What follows belongs to an exercise in optimizing a design on an open flow for small area, a short achievable clock period and few clock cycles per item; a production flow would make more cautious choices. At most, simulation tests tie the RTL to the original design; equivalence was not proved. Function not checked in run 2: the RTL went through the layout flow alone. Power figures rest on the tool's default switching activity, not on a simulated workload.

==> flow/design.v, too long to show whole: its modules and the start of the top module <==
// module mac_dsp_pipe: 896 lines
module mac_dsp_pipe #(
  parameter int A_WIDTH     = 25,
  parameter int B_WIDTH     = 18,
  parameter int ACC_WIDTH   = 48,
  parameter int PIPE_STAGES = 1
) (
  input  logic                 clk_i,
  input  logic                 rst_i,
  input  logic                 valid_i,
  output logic                 ready_o,
  input  logic [A_WIDTH-1:0]   a_i,
  input  logic [B_WIDTH-1:0]   b_i,
  input  logic                 clr_i,
  input  logic                 last_i,
  output logic                 valid_o,
  input  logic                 ready_i,
  output logic [ACC_WIDTH-1:0] acc_o,
  output logic                 ovf_o
);
  // ...
==> flow/flow/run.sh <==
#!/bin/bash
# Standard layout, with one netlist step between synthesis and floorplan: fixinv.py removes the
# inverters that Yosys leaves between full-adder cells (a full adder is self-dual, so a cell can
# compute on complemented signals instead). The new netlist is used only if ABC's cec proves it
# equivalent to the standard synthesis (registers paired by name); else the standard one is kept.
set -uo pipefail
export PATH="$FLOW_HOME/../tools/install/yosys/bin:$FLOW_HOME/../tools/install/OpenROAD/bin:$PATH"
R=orfs/results/${FLOW_PLATFORM}/mac_dsp_pipe/base
bash standard.sh synth > synth.log 2>&1 || { echo "synthesis failed"; exit 1; }
cp "$R/1_2_yosys.v" standard_synth.v
if python3 flow/fixinv.py standard_synth.v fixed_synth.v > fixinv.log 2>&1 \
   && bash flow/cec.sh standard_synth.v fixed_synth.v > cec.log 2>&1 \
   && grep -q "Networks are equivalent" cec.log; then
  echo "using the netlist with full-adder polarities fixed"
  cp fixed_synth.v "$R/1_2_yosys.v"
  touch "$R/1_2_yosys.v"
else
  echo "keeping the standard netlist"
fi
bash standard.sh > layout.log 2>&1 || { echo "layout failed"; exit 1; }
test -f out/final.def
==> flow/flow/cec.sh <==
#!/bin/bash
# usage: cec.sh gold.v gate.v  -> combinational equivalence (registers matched by name) with ABC
set -e
t=$(mktemp -d -p .)
cat $1 $2 > $t/both.v
python3 $(dirname "$0")/lib2v.py ${LIB:-/OpenROAD-flow-scripts/flow/platforms/sky130hd/lib/sky130_fd_sc_hd__tt_025C_1v80.lib} $t/both.v > $t/cells.v
for x in gold gate; do
  f=$1; [ $x = gate ] && f=$2
  python3 $(dirname "$0")/cutff.py $f > $t/$x.v
  yosys -q -p "read_verilog $t/cells.v; read_verilog $t/$x.v; hierarchy -top mac_dsp_pipe; flatten; techmap; opt -purge; write_blif $t/$x.blif" >/dev/null
done
yosys-abc -c "cec -n $t/gold.blif $t/gate.blif"
rm -rf $t
==> flow/flow/cutff.py <==
#!/usr/bin/env python3
"""Turn every flip-flop of a flat sky130 netlist into ports (Q an input, D/DE outputs) named after
the flip-flop instance, so two netlists with the same registers can be compared combinationally."""
import re, sys
src = open(sys.argv[1]).read()
inst_re = re.compile(r'^  (sky130_fd_sc_hd__\w*dfxtp\w*) +(\S+) +\((.*?)\n  \);\n', re.S | re.M)
pin_re = re.compile(r'\.(\w+)\((.*?)\)(?:,|\s*$)', re.S)
newports, decl, assigns = [], [], []
def san(n): return re.sub(r'[^A-Za-z0-9_]', '_', n)
def esc(n): return n + ' ' if n.startswith('\\') else n
def repl(m):
    typ, name, body = m.groups()
    s = san(name)
    for p, n in pin_re.findall(body):
        n = n.strip()
        if p == 'CLK': continue
        if p == 'Q':
            newports.append(f"ffq_{s}"); decl.append(f"  input ffq_{s};\n"); assigns.append(f"  assign {esc(n)} = ffq_{s};\n")
        else:
            newports.append(f"ff{p.lower()}_{s}"); decl.append(f"  output ff{p.lower()}_{s};\n"); assigns.append(f"  assign ff{p.lower()}_{s} = {esc(n)};\n")
    return ''
src = inst_re.sub(repl, src)
src = re.sub(r'(module mac_dsp_pipe\()', r'\1' + ', '.join(newports) + ', ', src, count=1)
i = src.index(';', src.index('module mac_dsp_pipe(')) + 2
src = src[:i] + ''.join(decl) + src[i:]
src = src.replace('endmodule', ''.join(assigns) + 'endmodule')
print(src)
==> flow/flow/fixinv.py <==
#!/usr/bin/env python3
"""Remove inverters around full adders in a Yosys netlist of sky130 cells.

A full adder is self-dual: FA(~a, ~b, ~c) = (~sum, ~carry). The script picks, for each fa cell,
whether it computes on complemented signals (a local search that minimises the number of
signals that then need an inverter), removes the netlist's inverters, and inserts one inverter
per signal whose complement some load needs. The function of the netlist is unchanged.
usage: fixinv.py in.v out.v
"""
import re, sys, random

src = open(sys.argv[1]).read()
OUT_PINS = {'X', 'Y', 'Q', 'Q_N', 'SUM', 'COUT', 'HI', 'LO'}
inst_re = re.compile(r'^  (sky130_fd_sc_hd__\w+) +(\S+) +\((.*?)\n  \);\n', re.S | re.M)
pin_re = re.compile(r'\.(\w+)\((.*?)\)(?:,|\s*$)', re.S)

insts = []
for m in inst_re.finditer(src):
    typ, name, body = m.group(1), m.group(2), m.group(3)
    pins = [(p, n.strip()) for p, n in pin_re.findall(body)]
    insts.append(dict(typ=typ, name=name, pins=pins, span=m.span()))
head = src[:insts[0]['span'][0]]
tail = src[insts[-1]['span'][1]:]
# the text between instances must be empty (only instances are rewritten)
for a, b in zip(insts, insts[1:]):
    assert src[a['span'][1]:b['span'][0]].strip() == '', 'unexpected text between cells'
ports = set()
for m in re.finditer(r'^\s*(input|output)\s+(\[[^\]]*\]\s*)?(\S+);', head, re.M):
    ports.add(m.group(3))
def base_net(n):
    n = n.strip()
    if n.startswith('\\'): return n.split(' ')[0]
    return re.sub(r'\[\d+\]$', '', n)
def is_port(n): return base_net(n) in ports

is_inv = lambda t: re.search(r'__(clk)?inv(lp)?_\d+$', t) is not None
is_fa = lambda t: re.search(r'__fa_\d+$', t) is not None

# single-output cells with a complementary cell of the same inputs: (cell, its output pin)
COMP = {}
for a, b in [('nand2_1', 'and2_1'), ('nor2_1', 'or2_1'), ('xor2_1', 'xnor2_1'), ('a21oi_1', 'a21o_1'),
             ('a22oi_1', 'a22o_1'), ('o21ai_1', 'o21a_1'), ('nand3_1', 'and3_1'), ('nor3_1', 'or3_1'),
             ('a211oi_1', 'a211o_1'), ('o211ai_1', 'o211a_1'), ('a31oi_1', 'a31o_1'), ('o22ai_1', 'o22a_1')]:
    COMP['sky130_fd_sc_hd__' + a] = 'sky130_fd_sc_hd__' + b
    COMP['sky130_fd_sc_hd__' + b] = 'sky130_fd_sc_hd__' + a
def outpin(t):
    return 'Y' if re.search(r'__(nand|nor|xnor|a\d+oi|o\d+ai|inv|clkinv)', t) else 'X'
driver = {}
for i, c in enumerate(insts):
    for p, n in c['pins']:
        if p in OUT_PINS:
            driver[n] = (i, p)
# removable inverters: input and output not ports
inv_ok = set()
for i, c in enumerate(insts):
    if is_inv(c['typ']):
        d = dict(c['pins'])
        if not is_port(d['Y']) and not is_port(d['A']):
            inv_ok.add(i)
def root(n):
    pol = 0
    seen = 0
    while n in driver and driver[n][0] in inv_ok:
        n = dict(insts[driver[n][0]]['pins'])['A']; pol ^= 1; seen += 1
        assert seen < 100
    return n, pol

# loads: (inst index, pin idx, root, pol)
loads = []
for i, c in enumerate(insts):
    if i in inv_ok: continue
    for k, (p, n) in enumerate(c['pins']):
        if p in OUT_PINS or not n or n.startswith("1'b"): continue
        r, pol = root(n)
        loads.append((i, k, r, pol))
# root -> loads
from collections import defaultdict
by_root = defaultdict(list)
for L in loads: by_root[L[2]].append(L)
fa_idx = [i for i, c in enumerate(insts) if is_fa(c['typ'])]
flip = defaultdict(int)
def drv_flip(r):
    d = driver.get(r)
    return flip[d[0]] if d and is_fa(insts[d[0]]['typ']) else 0
def comp_root(r):
    d = driver.get(r)
    return d is not None and insts[d[0]]['typ'] in COMP and not is_port(r)
def cost_root(r):
    if comp_root(r):
        needs = set(pol ^ flip[i] for (i, k, _, pol) in by_root[r])
        return 1 if len(needs) > 1 else 0
    ph = drv_flip(r)
    for (i, k, _, pol) in by_root[r]:
        if pol ^ flip[i] != ph: return 1
    return 0
# roots touched by each fa
touch = defaultdict(set)
for i in fa_idx:
    for p, n in insts[i]['pins']:
        if p in OUT_PINS: touch[i].add(n)
        elif n and not n.startswith("1'b"): touch[i].add(root(n)[0])
total = sum(cost_root(r) for r in by_root)
start_cost = total
random.seed(1)
for it in range(50):
    improved = False
    order = fa_idx[:]; random.shuffle(order)
    for i in order:
        before = sum(cost_root(r) for r in touch[i])
        flip[i] ^= 1
        after = sum(cost_root(r) for r in touch[i])
        if after < before or (after == before and random.random() < 0.1 and it < 25):
            total += after - before
            improved = improved or after < before
        else:
            flip[i] ^= 1
    if not improved and it >= 25: break
total = sum(cost_root(r) for r in by_root)
n_inv_before = len(inv_ok)

# rebuild
def esc(n): return n + ' ' if n.startswith('\\') else n
newpin = {}
neg_net = {}
swapped = 0
for r, Ls in by_root.items():
    if comp_root(r):
        needs = set(pol ^ flip[i] for (i, k, _, pol) in Ls)
        if needs == {1}:
            di = driver[r][0]
            c = insts[di]
            t2 = COMP[c['typ']]
            c['pins'] = [((outpin(t2) if p == outpin(c['typ']) else p), n) for p, n in c['pins']]
            c['typ'] = t2
            flip[('drv', r)] = 1
            swapped += 1
extra = []
wires = []
cnt = 0
for r, Ls in by_root.items():
    ph = drv_flip(r) ^ flip[('drv', r)]
    for (i, k, _, pol) in Ls:
        need = pol ^ flip[i]
        if need == ph:
            newpin[(i, k)] = r
        else:
            if r not in neg_net:
                nn = f"_fixinv_n{cnt}_"; cnt += 1
                neg_net[r] = nn
                wires.append(f"  wire {nn};\n")
                extra.append(f"  sky130_fd_sc_hd__inv_1 _fixinv_i{cnt}_ (\n    .A({esc(r)}),\n    .Y({nn})\n  );\n")
            newpin[(i, k)] = neg_net[r]
out = [head.replace('\nendmodule', '') if False else head]
out.extend(wires)
for i, c in enumerate(insts):
    if i in inv_ok: continue
    pins = []
    for k, (p, n) in enumerate(c['pins']):
        n2 = newpin.get((i, k), n)
        pins.append(f"    .{p}({esc(n2)})")
    out.append(f"  {c['typ']} {c['name']} (\n" + ",\n".join(pins) + "\n  );\n")
out.extend(extra)
out.append(tail)
open(sys.argv[2], 'w').write("".join(out))
sys.stderr.write(f"fixinv: {len(fa_idx)} full adders, {sum(flip[i] for i in fa_idx)} flipped; "
                 f"{swapped} cells complemented; inverters {n_inv_before} -> {len(extra)}\n")
==> flow/flow/lib2v.py <==
#!/usr/bin/env python3
"""Write Verilog models of the sky130hd cells a netlist uses, from the liberty functions."""
import re, sys
lib = open(sys.argv[1]).read()
used = set(re.findall(r'(sky130_fd_sc_hd__\w+)\s+\S+\s*\(', open(sys.argv[2]).read()))
out = []
seen = set()
for m in re.finditer(r'\n\s*cell\s*\(\s*"?(sky130_fd_sc_hd__\w+)"?\s*\)\s*\{', lib):
    name = m.group(1)
    if name not in used or name in seen: continue
    seen.add(name)
    # cell body: up to next top-level cell
    start = m.end()
    nxt = lib.find('\n    cell (', start)
    body = lib[start:nxt if nxt > 0 else len(lib)]
    pins = re.findall(r'\n\s*pin\s*\(\s*"?(\w+)"?\s*\)\s*\{(.*?)(?=\n\s*pin\s*\(|\Z)', body, re.S)
    ins, outs = [], []
    for pn, pb in pins:
        d = re.search(r'direction\s*:\s*"?(\w+)"?', pb).group(1)
        f = re.search(r'\bfunction\s*:\s*"([^"]*)"', pb)
        if d == 'input': ins.append(pn)
        elif d == 'output': outs.append((pn, f.group(1) if f else None))
    if 'edfxtp' in name:
        out.append(f"module {name}(input CLK, input D, input DE, output reg Q); always @(posedge CLK) if (DE) Q <= D; endmodule")
        continue
    if 'dfxtp' in name:
        out.append(f"module {name}(input CLK, input D, output reg Q); always @(posedge CLK) Q <= D; endmodule")
        continue
    if 'XX' in name:
        out.append(f"module {name}(input CLK, input D, input DE, output reg Q); always @(posedge CLK) if (DE) Q <= D; endmodule")
        continue
    ports = ", ".join([f"input {p}" for p in ins] + [f"output {p}" for p, _ in outs])
    lines = [f"module {name}({ports});"]
    for p, f in outs:
        if f is None:
            lines.append(f"  assign {p} = 1'b0; // no function")
            continue
        e = f.replace('!', '~').replace('+', '|')
        e = re.sub(r"(\w+)'", r"(~\1)", e)
        e = re.sub(r'(\w|\))\s+(\w|\(|~)', r'\1 & \2', e)
        lines.append(f"  assign {p} = {e};")
    lines.append("endmodule")
    out.append("\n".join(lines))
print("\n".join(out))
==> flow/standard.sh <==
#!/bin/bash
# synth_recipe.tcl (not shown) runs the flow's synth.tcl, then flattens the netlist and writes it again
# the make line also repeats each setting of config.mk as NAME=value (left out here)
make -C /OpenROAD-flow-scripts/flow DESIGN_CONFIG=/design/flow/config.mk WORK_HOME=/design/flow/orfs CLKGATE_MAP_FILE= SYNTH_SCRIPT=/design/flow/synth_recipe.tcl "${@:-finish}"
==> flow/config.mk <==
export PLATFORM = sky130hd
export DESIGN_NAME = mac_dsp_pipe
export DESIGN_NICKNAME = mac_dsp_pipe
export VERILOG_FILES = /design/flow/design.v
export SDC_FILE = /design/flow/constraint.sdc
export NUM_CORES = 4
export LEC_CHECK = 0
export CAP_MARGIN = 20
export CORE_MARGIN = 2
export CORE_UTILIZATION = 60
export PLACE_DENSITY = 0.75
export SETUP_SLACK_MARGIN = 3.25
export SLEW_MARGIN = 20
==> flow/constraint.sdc <==
create_clock -name core_clock -period 7.0 [get_ports {clk_i}]
set_input_delay 1.4000 -clock core_clock [delete_from_list [all_inputs] [get_ports {clk_i}]]
set_output_delay 1.4000 -clock core_clock [all_outputs]
set_load 0.01 [all_outputs]
==> summary.txt, run 1 <==
Non-Filler Instances=1874; R2R Setup Slk=3.14 ns; CP Depth=15; worst clock skew=0.0180 ns; Buf/Inv on CP=2; warning count from the yosys run=1; power share of the clock group=8.8%; Worst Setup SP=c_start; IO Count=100; max_slew headroom=38.7%; syn nets=1720; critical path capture point type=register; GRT Total Usage=30.8%; status=finished clean; CTS tree=yes; Seq cells=192; final core utilization=72.2%; max_cap viols=0; crit-path cells=nand2_4 > buf_4 > and2_1 > fa_1 > ha_4 > nand4_1 > buf_4 > nor3_1 > a221oi_2 > o21ai_2 > o211ai_4 > a211oi_4 > o22ai_2 > xnor2_1 > o221ai_1; total negative slack=0 ns; Fin. Hold Viols=0; fill cell count=1875; Worst Path Max Fanout=7; Clock Path Buffers=2; worst setup path endpoint=ovf; global routing's busiest layer=met2; DP Area=18100 um^2; H-tree depth=4; cell area after synthesis=17000 um^2; cts hold-fix bufs=0; # clk buffers=18; total power=11.2 mW; Most common cell on crit path=buf_4; highest clock rate=0.259 GHz; drt pass-1 iters=6
Testbench counts, summed over its fixed seeds: cycles 16,090, samples 16,066.
==> run 2: changes to the inputs <==
--- a/flow/design.v
+++ b/flow/design.v
@@ -13,16 +13,18 @@
   input  logic                 clr_i,
   input  logic                 last_i,
   output logic                 valid_o,
   input  logic                 ready_i,
   output logic [ACC_WIDTH-1:0] acc_o,
   output logic                 ovf_o
 );
   logic ce, take, start, clear, new_frame, ovf, add_ovf, basen47;
+  logic zero, fin, ovf_nxt, out_ovf;
+  logic [47:0] out_acc;
   logic [47:0] acc, base;
   logic [48:0] tsum, rx, ry;
   logic [25:0] am;    
   logic [18:0] bm;    
   logic one0, two0, neg0, ppn0, e_one0, e_two0, e_neg0;
   logic [24:0] pp0;
   logic one1, two1, neg1, ppn1, e_one1, e_two1, e_neg1;
   logic [24:0] pp1;
@@ -40,19 +42,19 @@
   logic [24:0] pp7;
   logic one8, two8, neg8, ppn8, e_one8, e_two8, e_neg8;
   logic [24:0] pp8;
   logic fs0, fc0, fs1, fc1, fs2, fc2, fs3, fc3, fs4, fc4, fs5, fc5, fs6, fc6, fs7, fc7, fs8, fc8, fs9, fc9, fs10, fc10, fs11, fc11, fs12, fc12, fs13, fc13, fs14, fc14, fs15, fc15, fs16, fc16, fs17, fc17, fs18, fc18, fs19, fc19, fs20, fc20, fs21, fc21, fs22, fc22, fs23, fc23, fs24, fc24, fs25, fc25, fs26, fc26, fs27, fc27, fs28, fc28, fs29, fc29, fs30, fc30, fs31, fc31, fs32, fc32, fs33, fc33, fs34, fc34, fs35, fc35, fs36, fc36, fs37, fc37, fs38, fc38, fs39, fc39, fs40, fc40, fs41, fc41, fs42, fc42, fs43, fc43, fs44, fc44, fs45, fc45, fs46, fc46, fs47, fc47, fs48, fc48, fs49, fc49, fs50, fc50, fs51, fc51, fs52, fc52, fs53, fc53, fs54, fc54, fs55, fc55, fs56, fc56, fs57, fc57, fs58, fc58, fs59, fc59, fs60, fc60, fs61, fc61, fs62, fc62, fs63, fc63, fs64, fc64, fs65, fc65, fs66, fc66, fs67, fc67, fs68, fc68, fs69, fc69, fs70, fc70, fs71, fc71, fs72, fc72, fs73, fc73, fs74, fc74, fs75, fc75, fs76, fc76, fs77, fc77, fs78, fc78, fs79, fc79, fs80, fc80, fs81, fc81, fs82, fc82, fs83, fc83, fs84, fc84, fs85, fc85, fs86, fc86, fs87, fc87, fs88, fc88, fs89, fc89, fs90, fc90, fs91, fc91, fs92, fc92, fs93, fc93, fs94, fc94, fs95, fc95, fs96, fc96, fs97, fc97, fs98, fc98, fs99, fc99, fs100, fc100, fs101, fc101, fs102, fc102, fs103, fc103, fs104, fc104, fs105, fc105, fs106, fc106, fs107, fc107, fs108, fc108, fs109, fc109, fs110, fc110, fs111, fc111, fs112, fc112, fs113, fc113, fs114, fc114, fs115, fc115, fs116, fc116, fs117, fc117, fs118, fc118, fs119, fc119, fs120, fc120, fs121, fc121, fs122, fc122, fs123, fc123, fs124, fc124, fs125, fc125, fs126, fc126, fs127, fc127, fs128, fc128, fs129, fc129, fs130, fc130, fs131, fc131, fs132, fc132, fs133, fc133, fs134, fc134, fs135, fc135, fs136, fc136, fs137, fc137, fs138, fc138, fs139, fc139, fs140, fc140, fs141, fc141, fs142, fc142, fs143, fc143, fs144, fc144, fs145, fc145, fs146, fc146, fs147, fc147, fs148, fc148, fs149, fc149, fs150, fc150, fs151, fc151, fs152, fc152, fs153, fc153, fs154, fc154, fs155, fc155, fs156, fc156, fs157, fc157, fs158, fc158, fs159, fc159, fs160, fc160, fs161, fc161, fs162, fc162, fs163, fc163, fs164, fc164, fs165, fc165, fs166, fc166, fs167, fc167, fs168, fc168, fs169, fc169, fs170, fc170, fs171, fc171, fs172, fc172, fs173, fc173, fs174, fc174, fs175, fc175, fs176, fc176, fs177, fc177, fs178, fc178, fs179, fc179, fs180, fc180, fs181, fc181, fs182, fc182, fs183, fc183, fs184, fc184, fs185, fc185, fs186, fc186, fs187, fc187, fs188, fc188, fs189, fc189, fs190, fc190, fs191, fc191, fs192, fc192, fs193, fc193, fs194, fc194, fs195, fc195, fs196, fc196, fs197, fc197, fs198, fc198, fs199, fc199;
   logic [24:0] r_a;
   logic r_v, r_clr, r_last;
   logic [8:0] r_one, r_two, r_neg;
   logic [48:0] c_x, c_y, s3, c3;
-  logic c_v, c_last, c_start;
+  logic c_v, c_last, c_start, c_start_nx;
   logic [48:0] g_f, p_f;
-  assign ce      = !valid_o || ready_i;
+  assign ce      = !(c_v && c_last && valid_o && !ready_i);
   assign ready_o = ce;
   assign take    = valid_i && ce;
   assign bm      = {b_i, 1'b0};
   assign e_neg0 = bm[2];
   assign e_one0 = (bm[1] ^ bm[0]);
   assign e_two0 = ((bm[2] & !bm[1] & !bm[0]) | (!bm[2] & bm[1] & bm[0]));
   assign e_neg1 = bm[4];
   assign e_one1 = (bm[3] ^ bm[2]);
@@ -545,27 +547,25 @@
   assign fs199 = 1'b1 ^ pp8[24];
   assign fc199 = 1'b1 & pp8[24];
   assign rx = {1'b1, 1'b0, 1'b1, 1'b1, 1'b1, 1'b1, 1'b1, fc199, fc198, fc197, fc196, fc195, fc194, fc193, fc192, fc191, fc190, fc189, fc188, fc187, fc186, fc185, fc184, fc183, fc182, fc181, fc180, fc179, fc178, fc177, fc176, fc175, fc174, fc173, fc172, fc171, fc170, fc169, fc168, fc167, fc166, fc165, fc164, fc163, fc162, fc161, fs161, pp0[1], neg0};
   assign ry = {1'b0, 1'b0, 1'b0, 1'b0, 1'b0, 1'b0, 1'b0, ppn8, fs199, fs198, fs197, fs196, fs195, fs194, fs193, fs192, fs191, fs190, fs189, fs188, fs187, fs186, fs185, fs184, fs183, fs182, fs181, fs180, fs179, fs178, fs177, fs176, fs175, fs174, fs173, fs172, fs171, fs170, fs169, fs168, fs167, fs166, fs165, fs164, fs163, fs162, pp1[0], 1'b0, pp0[0]};
   always_ff @(posedge clk_i) begin
     if (rst_i) c_v <= 1'b0;
     else if (ce) c_v <= r_v;
   end
+  assign c_start_nx = r_clr || (c_v ? c_last : new_frame);
   always_ff @(posedge clk_i) begin
     if (ce) begin
-      c_start <= r_clr || (c_v ? c_last : new_frame);
       c_last <= r_last;
       c_x    <= rx;
       c_y    <= ry;
     end
   end
-  assign start = c_start;
-  assign clear = c_v && start;
-  assign base = clear ? 48'd0 : acc;
+  assign base = acc;
   assign basen47 = !base[47];
   assign s3 = {1'b0, basen47, base[46:0]} ^ c_x ^ c_y;
   assign c3 = {(({1'b0, basen47, base[46:0]} & c_x) | ({1'b0, basen47, base[46:0]} & c_y) | (c_x & c_y)), 1'b0};
   assign g_f = s3 & c3;
   assign p_f = s3 ^ c3;
   wire gg_f0 = g_f[1] | (p_f[1] & g_f[0]);
   wire pg_f0 = p_f[1] & p_f[0];
   wire gg_f1 = g_f[3] | (p_f[3] & g_f[2]);
@@ -871,26 +871,31 @@
   assign tsum[42] = p_f[42] ^ gg_f122;
   assign tsum[43] = p_f[43] ^ gg_f123;
   assign tsum[44] = p_f[44] ^ gg_f124;
   assign tsum[45] = p_f[45] ^ gg_f125;
   assign tsum[46] = p_f[46] ^ gg_f126;
   assign tsum[47] = p_f[47] ^ gg_f127;
   assign tsum[48] = p_f[48] ^ gg_f128;
   assign add_ovf = tsum[48] ^ tsum[47];
+  assign fin      = ce && c_v && c_last;
+  assign ovf_nxt  = ovf || add_ovf;
+  assign zero     = rst_i || fin || (ce && r_v && r_clr);
   always_ff @(posedge clk_i) begin
-    if (rst_i) begin
-      new_frame <= 1'b1;
-      valid_o   <= 1'b0;
-    end else if (ce) begin
-      if (c_v) new_frame <= c_last;
-      valid_o <= c_v && c_last;
+    if (zero || (ce && c_v)) begin
+      acc <= zero ? 48'd0 : tsum[47:0];
+      ovf <= !zero && ovf_nxt;
     end
   end
   always_ff @(posedge clk_i) begin
-    if (ce && c_v) begin
-      acc <= tsum[47:0];
-      ovf <= (ovf && !start) || add_ovf;
+    if (rst_i) valid_o <= 1'b0;
+    else if (fin) valid_o <= 1'b1;
+    else if (ready_i) valid_o <= 1'b0;
+  end
+  always_ff @(posedge clk_i) begin
+    if (fin) begin
+      out_acc <= tsum[47:0];
+      out_ovf <= ovf_nxt;
     end
   end
-  assign acc_o = acc;
-  assign ovf_o = ovf;
+  assign acc_o = out_acc;
+  assign ovf_o = out_ovf;
 endmodule
--- a/flow/flow/run.sh
+++ b/flow/flow/run.sh
@@ -1,16 +1,18 @@
 #!/bin/bash
 # Standard layout, with one netlist step between synthesis and floorplan: fixinv.py removes the
 # inverters that Yosys leaves between full-adder cells (a full adder is self-dual, so a cell can
 # compute on complemented signals instead). The new netlist is used only if ABC's cec proves it
 # equivalent to the standard synthesis (registers paired by name); else the standard one is kept.
 set -uo pipefail
 export PATH="$FLOW_HOME/../tools/install/yosys/bin:$FLOW_HOME/../tools/install/OpenROAD/bin:$PATH"
 R=orfs/results/${FLOW_PLATFORM}/mac_dsp_pipe/base
+# port buffers: a plain buffer instead of the delay cell buffer_ports picks by itself
+export BUFFER_PORTS_ARGS="-buffer_cell sky130_fd_sc_hd__buf_1"
 bash standard.sh synth > synth.log 2>&1 || { echo "synthesis failed"; exit 1; }
 cp "$R/1_2_yosys.v" standard_synth.v
 if python3 flow/fixinv.py standard_synth.v fixed_synth.v > fixinv.log 2>&1 \
    && bash flow/cec.sh standard_synth.v fixed_synth.v > cec.log 2>&1 \
    && grep -q "Networks are equivalent" cec.log; then
   echo "using the netlist with full-adder polarities fixed"
   cp fixed_synth.v "$R/1_2_yosys.v"
   touch "$R/1_2_yosys.v"
==> flow/config.mk (replaced) <==
export PLATFORM = sky130hd
export DESIGN_NAME = mac_dsp_pipe
export DESIGN_NICKNAME = mac_dsp_pipe
export VERILOG_FILES = /design/flow/design.v
export SDC_FILE = /design/flow/constraint.sdc
export NUM_CORES = 4
export LEC_CHECK = 0
export CAP_MARGIN = 20
export CORE_MARGIN = 2
export CORE_UTILIZATION = 75
export PLACE_DENSITY = 0.85
export SETUP_SLACK_MARGIN = 3.25
export SLEW_MARGIN = 20
==> run 2 against run 1 <==
Net effect: synthesized area up 9.2%; utilization up 14 points; combinational power down 3.5%; critical path type unchanged; critical endpoint is now c_x[16]; largest power group unchanged.
==> summary.txt, run 2 <==
status=finished clean (unchanged); wire per inst=26.3 um (was 23.9 um); slowest CP cell=edfxtp_1 (was fa_1); final net count=1881 (was 1821); drt via density=7.08 (was 6.34); Min Hold Slack=0.437 ns (was 0.439 ns); P_leak=7.76 nW (was 7.44 nW); first-pass GRT wire length=75300 um (was 68300 um); most frequent cells in the layout=edfxtp_1, xnor2_1, a22oi_1 (was xnor2_1, a22oi_1, fa_1); Final GP Congestion=0.931 (was 0.908); Initial Util=76.4% (was 61.1%); Fin. Hold Viols=0 (unchanged); total negative slack=0 ns (unchanged); Top Registers=acc (48), out_acc (48), c_x (42) (was acc (48), c_x (42), c_y (41)); commonest non-fill, non-tap cell in the layout=edfxtp_1 (was xnor2_1); Tcrit/Tclk final=54.8% (was 55.2%); cell area after synthesis=18600 um^2 (was 17000 um^2); IO Count=100 (unchanged); critical path class=reg -> reg (unchanged); Vias=13400 (was 11900); Core ar.=24300 um^2 (was 27900 um^2); Worst EP arrival=4.07 ns (was 4.05 ns); fill cell count=1155 (was 1875); Die X=161 um (was 172 um); Syn Area/Cell=12.7 um^2 (was 12.3 um^2); max-slew violations=0 (unchanged); Worst Path Max Fanout=18 (was 7); pwr dens=571 nW/um^2 (was 556 nW/um^2); Detailed Route WL=49600 um (was 44700 um); Most common cell on crit path=fa_1 (was buf_4); warning count from the yosys run=1 (unchanged); pin slew with the least headroom to its limit=0.897 ns (was 0.919 ns); total gr overflow=0 (unchanged); Worst-Skew Late Latency=0.55 ns (was 0.46 ns); DRC=0 (unchanged); CTS Sinks=239 (was 192); worst vdd ir=0.501 mV (was 0.294 mV); antenna violations before repair=0 (unchanged); crit-path cells=a22oi_1 > xnor2_1 > fa_1 > fa_1 > fa_1 > fa_1 (was nand2_4 > buf_4 > and2_1 > fa_1 > ha_4 > nand4_1 > buf_4 > nor3_1 > a221oi_2 > o21ai_2 > o211ai_4 > a211oi_4 > o22ai_2 > xnor2_1 > o221ai_1); CTS clk-pin slew, worst paths=0.06 ns (was 0.07 ns); max_slew headroom=40.2% (was 38.7%); Clock Path Buffers=3 (was 2); GRT Total Usage=37.7% (was 30.8%); total power=11.9 mW (was 11.2 mW); DRT iter0 DRCs=2334 (was 1770); largest net degree at the start of global routing=72 (was 73); DIE AREA=26100 um^2 (was 29700 um^2); Worst Setup Start Kind=register (unchanged); DP Wirelength=28600 um (was 27400 um); CP max stage delay=0.89 ns (was 0.52 ns); Cells after Synth=1462 (was 1382); Std-Cell Rows=57 (was 61); CTS tree=yes (unchanged); Antenna Nets Post-Route=0 (unchanged); clock root cell=clkbuf_16 (unchanged); CTS Buf Count=26 (was 17); area growth from synthesis to layout=12.5% (was 18.0%); Antenna Cells=0 (unchanged); syn nets=1800 (was 1720); highest clock rate=0.261 GHz (was 0.259 GHz); worst clock skew=0.0228 ns (was 0.0180 ns); max_cap viols=0 (unchanged); RSZ-0062 raised after global routing=yes (unchanged); vias in the first global route=13700 (was 12300); Die Y=161 um (was 172 um); share of cells above drive strength 1=10.3% (was 14.0%); final setup vio count=0 (unchanged); drt pass-1 iters=12 (was 6); Period minus WS final=3.83 ns (was 3.86 ns); critical path capture point type=register (unchanged); Min-Delay Path Class=reg -> reg (unchanged); H-tree depth=1 (was 4); IO buf count=99 (unchanged); Req. time, crit path=7.24 ns (was 7.19 ns)
## run 2: per-stage QoR
stage               area, um^2  worst slack [ns]  utilization (%)  cells
finish                   20900              3.17             86.0   1887
global route             20900              3.12             86.0   1887
CTS                      20400              3.25             83.9   1857
detailed placement       19100              2.81             78.4   1772
global placement         19100              2.92             78.4   1772
floorplan                18600              2.98                -   1462
## run 2: report_power, final
part | leakage [nW] | switching (mW) | internal (mW)
clock network | 0.460 | 0.575 | 0.940
logic | 4.84 | 4.18 | 3.20
registers | 2.46 | 0.289 | 2.76
total | 7.76 | 5.05 | 6.90
## run 2: area by class of cell
cell class	count	area [um^2]	area share [%]
Multi-Input combinational cell	1051	11000	52.6
Clock inverter	12	191	0.916
Inverter	38	146	0.700
Clock buffer	36	759	3.63
Sequential cell	239	7150	34.2
Tap cell	324	405	1.94
Timing Repair Buffer	187	1270	6.07
## run 2: what timing repair did
action | 4_1_cts | 5_1_grt
setup buffers | 37 | 30
setup endpoints to repair | 69 | 72
pin swaps | 0 | 12
hold buffers | 0 | 0
cloned | 0 | 0
resized for setup | 10 | 21
## run 2: final timing paths
check	from	endpoint	slack (ns)	cells past startpoint
max	r_a[9]	c_x[16]	3.17	6
min	r_last	c_last	0.44	0
max reg2reg	r_a[9]	c_x[16]	3.17	6
min reg2reg	r_last	c_last	0.44	0
## run 2: worst max-delay path: cells and delay by family (launching register included)
family                     cells  cell delay (ns)
DFF                            1             0.89
adders and majority gates      4             2.22
AOI/OAI and AO/OA              1             0.23
xor gates and xnor gates       1             0.19
## run 2: per-layer routing
metal / wire length, um / track usage [%]
met1: 17700 / 51.8
met2: 22600 / 58.1
met3: 6680 / 10.7
met4: 2590 / 14.9
met5: 0 / 0

[separate check: timing with driven ports]
In the flow no input, the clock included, has a driving cell. The finished layouts below were timed again as built, in two steps. Step 1 sets driving cells, clkbuf_16 on the clock port and buf_2 on the other inputs (assumed; they add their load-dependent delay and slew). Step 2 moves the port delays by t, midway between the first and last clock arrival at a register: inputs arrive t later, outputs are due t later. That takes back most of the time a late clock gives input paths. Three values: no drivers, after step 1, after step 2; two values: the first two.
| run | t, ns | slack for setup (ns) | worst hold slack (ns) | worst setup path at the end |
|---|---|---|---|---|
| run 1 | 0.500 | 3.135 / 3.135 / 2.943 | 0.439 / 0.439 / 0.439 | input to register |
| run 2 | 0.591 | 3.166 / 3.166 / 3.166 | 0.437 / 0.437 / 0.437 | register to register |
After both steps setup and hold are still met in every run listed. The setup slack of run 1, which loses most, moves by 0.000 ns with the drivers and by -0.192 ns with both steps.
